This design comes from an exercise in tuning for small area on the open sky130 flow, not from production work.
In this exercise RTL edits were held to simulation tests only and were not proved equivalent to the original.
The flow treats the clock pin as an ideal source, which a real chip does not have.

## before
// mcm_chip
module mcm_chip (
	input  logic                               clk,
	input  logic                               rst_n_i,
	input  logic                               spi_clk_i,
	input  logic                               spi_scsn_i,
	input  logic                               spi_mosi_i,
	output logic                               spi_miso_o,
	input  logic [2*4-1:0]        quad_i,
	input  logic [3*4-1:0]        limit_i,
	output logic [4-1:0]          intrpt_o
);
export LEC_CHECK = 0
export CAP_MARGIN = 0
export CORE_MARGIN = 2
export CORE_UTILIZATION = 72
export HOLD_SLACK_MARGIN = 0
export SLEW_MARGIN = 0
export SYNTH_HIERARCHICAL = 1
create_clock -name core_clock -period 5.0 [get_ports {clk}]
standard.sh (not shown) runs the stock make flow with config.mk's settings and CLKGATE_MAP_FILE= SYNTH_SCRIPT=/design/flow/synth_recipe.tcl, a recipe that flattens the netlist after the stock synthesis.
==> flow/flow/run.sh <==
#!/bin/bash
# Standard layout with three changes: small port buffers, no CTS dummy
# loads, and a power (area) recovery pass after CTS. make's output goes to
# standard.log; each ORFS step keeps its own log under orfs/logs.
set -euo pipefail
here=$(pwd)
export BUFFER_PORTS_ARGS="-buffer_cell sky130_fd_sc_hd__buf_1"
export CTS_ARGS="-sink_clustering_enable -repair_clock_nets -dont_use_dummy_load -buf_list sky130_fd_sc_hd__clkbuf_4 -sink_clustering_size 10 -sink_clustering_max_diameter 40"
export POST_CTS_TCL="$here/flow/post_cts.tcl"
export RECOVER_POWER=100
export POST_GLOBAL_ROUTE_TCL="$here/flow/post_grt.tcl"
bash standard.sh > standard.log 2>&1
==> flow/flow/post_cts.tcl <==
# after CTS and its timing repair: size down cells that have slack to spare
puts "post_cts: recovering area on paths with slack"
estimate_parasitics -placement
repair_timing -recover_power 100 -verbose
detailed_placement
check_placement -verbose
report_design_area
==> flow/flow/post_grt.tcl <==
# after global route and its power recovery: repair any slew or
# capacitance the downsizing broke, then route the changed nets again
puts "post_grt: repair design after power recovery"
global_route -start_incremental
estimate_parasitics -global_routing
repair_design -verbose
detailed_placement
global_route -end_incremental
check_placement -verbose
estimate_parasitics -global_routing
report_design_area
Changes in after relative to before:
--- a/flow/design.v
+++ b/flow/design.v
@@ -69,18 +69,29 @@
 	output logic d_o,
 	output logic x_n_o,
 	output logic c_o
 );
 	assign x_n_o = q_i ^ up_i;
 	assign c_o   = ~(c_n_i | x_n_o);
 	assign d_o   = load_i ? d_i : ~(q_i ^ c_n_i);
 endmodule
 `timescale 1ns/1ps
+module intrpt_mask_bit
+(
+	input  logic set_i,
+	input  logic set_bit_i,
+	input  logic hold_i,
+	input  logic q_i,
+	output logic d_o
+);
+	assign d_o = (set_i & set_bit_i) | (hold_i & q_i);
+endmodule
+`timescale 1ns/1ps
 module reply_sel_bit
 (
 	input  logic [3:0] sel_i,
 	input  logic [3:0] bit_i,
 	input  logic       hold_i,
 	input  logic       q_i,
 	output logic       d_o
 );
 	assign d_o = |(sel_i & bit_i) | (hold_i & q_i);
@@ -260,19 +271,26 @@
 			.load_bit_i  (sr_load[i]),
 			.shift_i     (sr_shift_only),
 			.shift_bit_i ((i == 0) ? mosi_s : sr_q[(i == 0) ? 0 : i-1]),
 			.hold_i      (sr_hold),
 			.q_i         (sr_q[i]),
 			.d_o         (sr_d[i])
 		);
 	end
 	always_ff @(posedge clk)
-		sr_q <= sr_d;
+		sr_q[43:32] <= sr_d[43:32];
+	always_ff @(posedge clk or negedge rst_n_i)
+	begin
+		if (!rst_n_i)
+			sr_q[31:0] <= '0;
+		else
+			sr_q[31:0] <= sr_d[31:0];
+	end
 	always_ff @(posedge clk)
 	begin
 		if (frame_start)
 		begin
 			lvl0_q    <= pin_sync_q[0];
 			hi_zero_q <= 1'b1;
 		end
 		else if (shift_q && sclk_rise)
 		begin
@@ -305,27 +323,25 @@
 			spi_miso_o <= 1'b0;
 		else if (frame_start)
 			spi_miso_o <= 1'b0;
 		else if (shift_q && scsn_rise)
 			spi_miso_o <= 1'b0;
 		else if (shift_q && sclk_fall)
 			spi_miso_o <= tx_valid & tx_bit;
 	end
 	logic        cnt_live_q;
-	logic [31:0] cnt_data;
 	always_ff @(posedge clk or negedge rst_n_i)
 	begin
 		if (!rst_n_i)
 			cnt_live_q <= 1'b0;
 		else
 			cnt_live_q <= 1'b1;
 	end
-	assign cnt_data = data & {32{cnt_live_q}};
 	for (genvar s = 0; s < 4; s++)
 	begin : g_slot
 		logic [1:0]  q_meta_q;
 		logic [1:0]  q_sync_q;
 		logic        step_up_d;
 		logic        step_dn_d;
 		logic        step_up;
 		logic        step_dn;
 		logic [31:0] count_q;
@@ -369,29 +385,29 @@
 		begin : g_bit
 			logic c_n_next;
 			logic c_next;
 			logic x_n;
 			quad_cnt_bit_p i_even (
 				.q_i    (count_q[i]),
 				.c_i    (c[i]),
 				.up_i   (step_up),
 				.load_i (load),
-				.d_i    (cnt_data[i]),
+				.d_i    (data[i]),
 				.d_o    (count_d[i]),
 				.x_o    (x[i]),
 				.c_n_o  (c_n_next)
 			);
 			quad_cnt_bit_n i_odd (
 				.q_i    (count_q[i+1]),
 				.c_n_i  (c_n_next),
 				.up_i   (step_up),
 				.load_i (load),
-				.d_i    (cnt_data[i+1]),
+				.d_i    (data[i+1]),
 				.d_o    (count_d[i+1]),
 				.x_n_o  (x_n),
 				.c_o    (c_next)
 			);
 			assign x[i+1] = ~x_n;
 			if ((i % 16) != 14)
 			begin : g_ripple
 				assign c[i+2] = c_next;
 			end
@@ -423,19 +439,30 @@
 				l_meta_q <= {limit_i[3*s], limit_i[3*s+1], limit_i[3*s+2]};
 				l_sync_q <= l_meta_q;
 				l_prev_q <= l_sync_q;
 				status_q <= (status_q & ~clr) | (l_sync_q & ~l_prev_q);
 				mask_q   <= mask_d;
 				intrpt_q <= |(status_q & ~clr & mask_d);
 			end
 		end
 		assign clr    = (slot_hit[s] && is_clr) ? data[2:0] : 3'b000;
-		assign mask_d = (slot_hit[s] && is_set_mask) ? data[2:0] : mask_q;
+		logic set_mask;
+		assign set_mask = slot_hit[s] && is_set_mask;
+		for (genvar b = 0; b < 3; b++)
+		begin : g_mask
+			intrpt_mask_bit i_mask_bit (
+				.set_i     (set_mask),
+				.set_bit_i (data[b]),
+				.hold_i    (!set_mask),
+				.q_i       (mask_q[b]),
+				.d_o       (mask_d[b])
+			);
+		end
 		assign statuses[3*s +: 3] = status_q;
 		assign intrpt_o[s]        = intrpt_q;
 	end
 endmodule
 `timescale 1ns/1ps
 module mcm_chip (
 	input  logic                               clk,
 	input  logic                               rst_n_i,
 	input  logic                               spi_clk_i,
Results
Across both runs, gate count of the mapped netlist was lower for after than for before. after vs before, share of the final layout cell area in multi-input gates went down by 1.5 points. Compared with before, after degrades minimum clock period. after has critical path depth above what before had. Between before and after, wire length of the first global-routing pass decreased. Taking before as the reference point, the register-to-register slack of after falls by 0.03 ns. after — global routing met2 resource utilization 3.7 points lower, before as reference.

-- afterwards: timing with drivers on the ports --
How much do the figures lean on ideal ports? The routed layouts below were timed once more, with nothing changed but the port constraints.
Step 1 (the two cells are an assumption about what drives the block):
set clk [get_ports {clk}]
set_driving_cell -lib_cell sky130_fd_sc_hd__clkbuf_16 $clk
set_driving_cell -lib_cell sky130_fd_sc_hd__buf_2 [delete_from_list [all_inputs] $clk]
Step 2, shift: input delay + t, output delay - t, t = (earliest + latest rising clock arrival at the registers) / 2. This alone moves slack from input paths to output paths.
Slacks: ideal / step 1 / step 2; pairs: ideal / step 1.
run	shift t [ns]	setup WS [ns]	worst setup path after step 2	clock arrival spread, ns
before	0.674	0.490 / 0.490 / 0.490	register to register	0.067 / 0.067
after	0.683	0.464 / 0.464 / 0.464	register to register	0.056 / 0.056
After both steps every run listed still meets setup and hold.
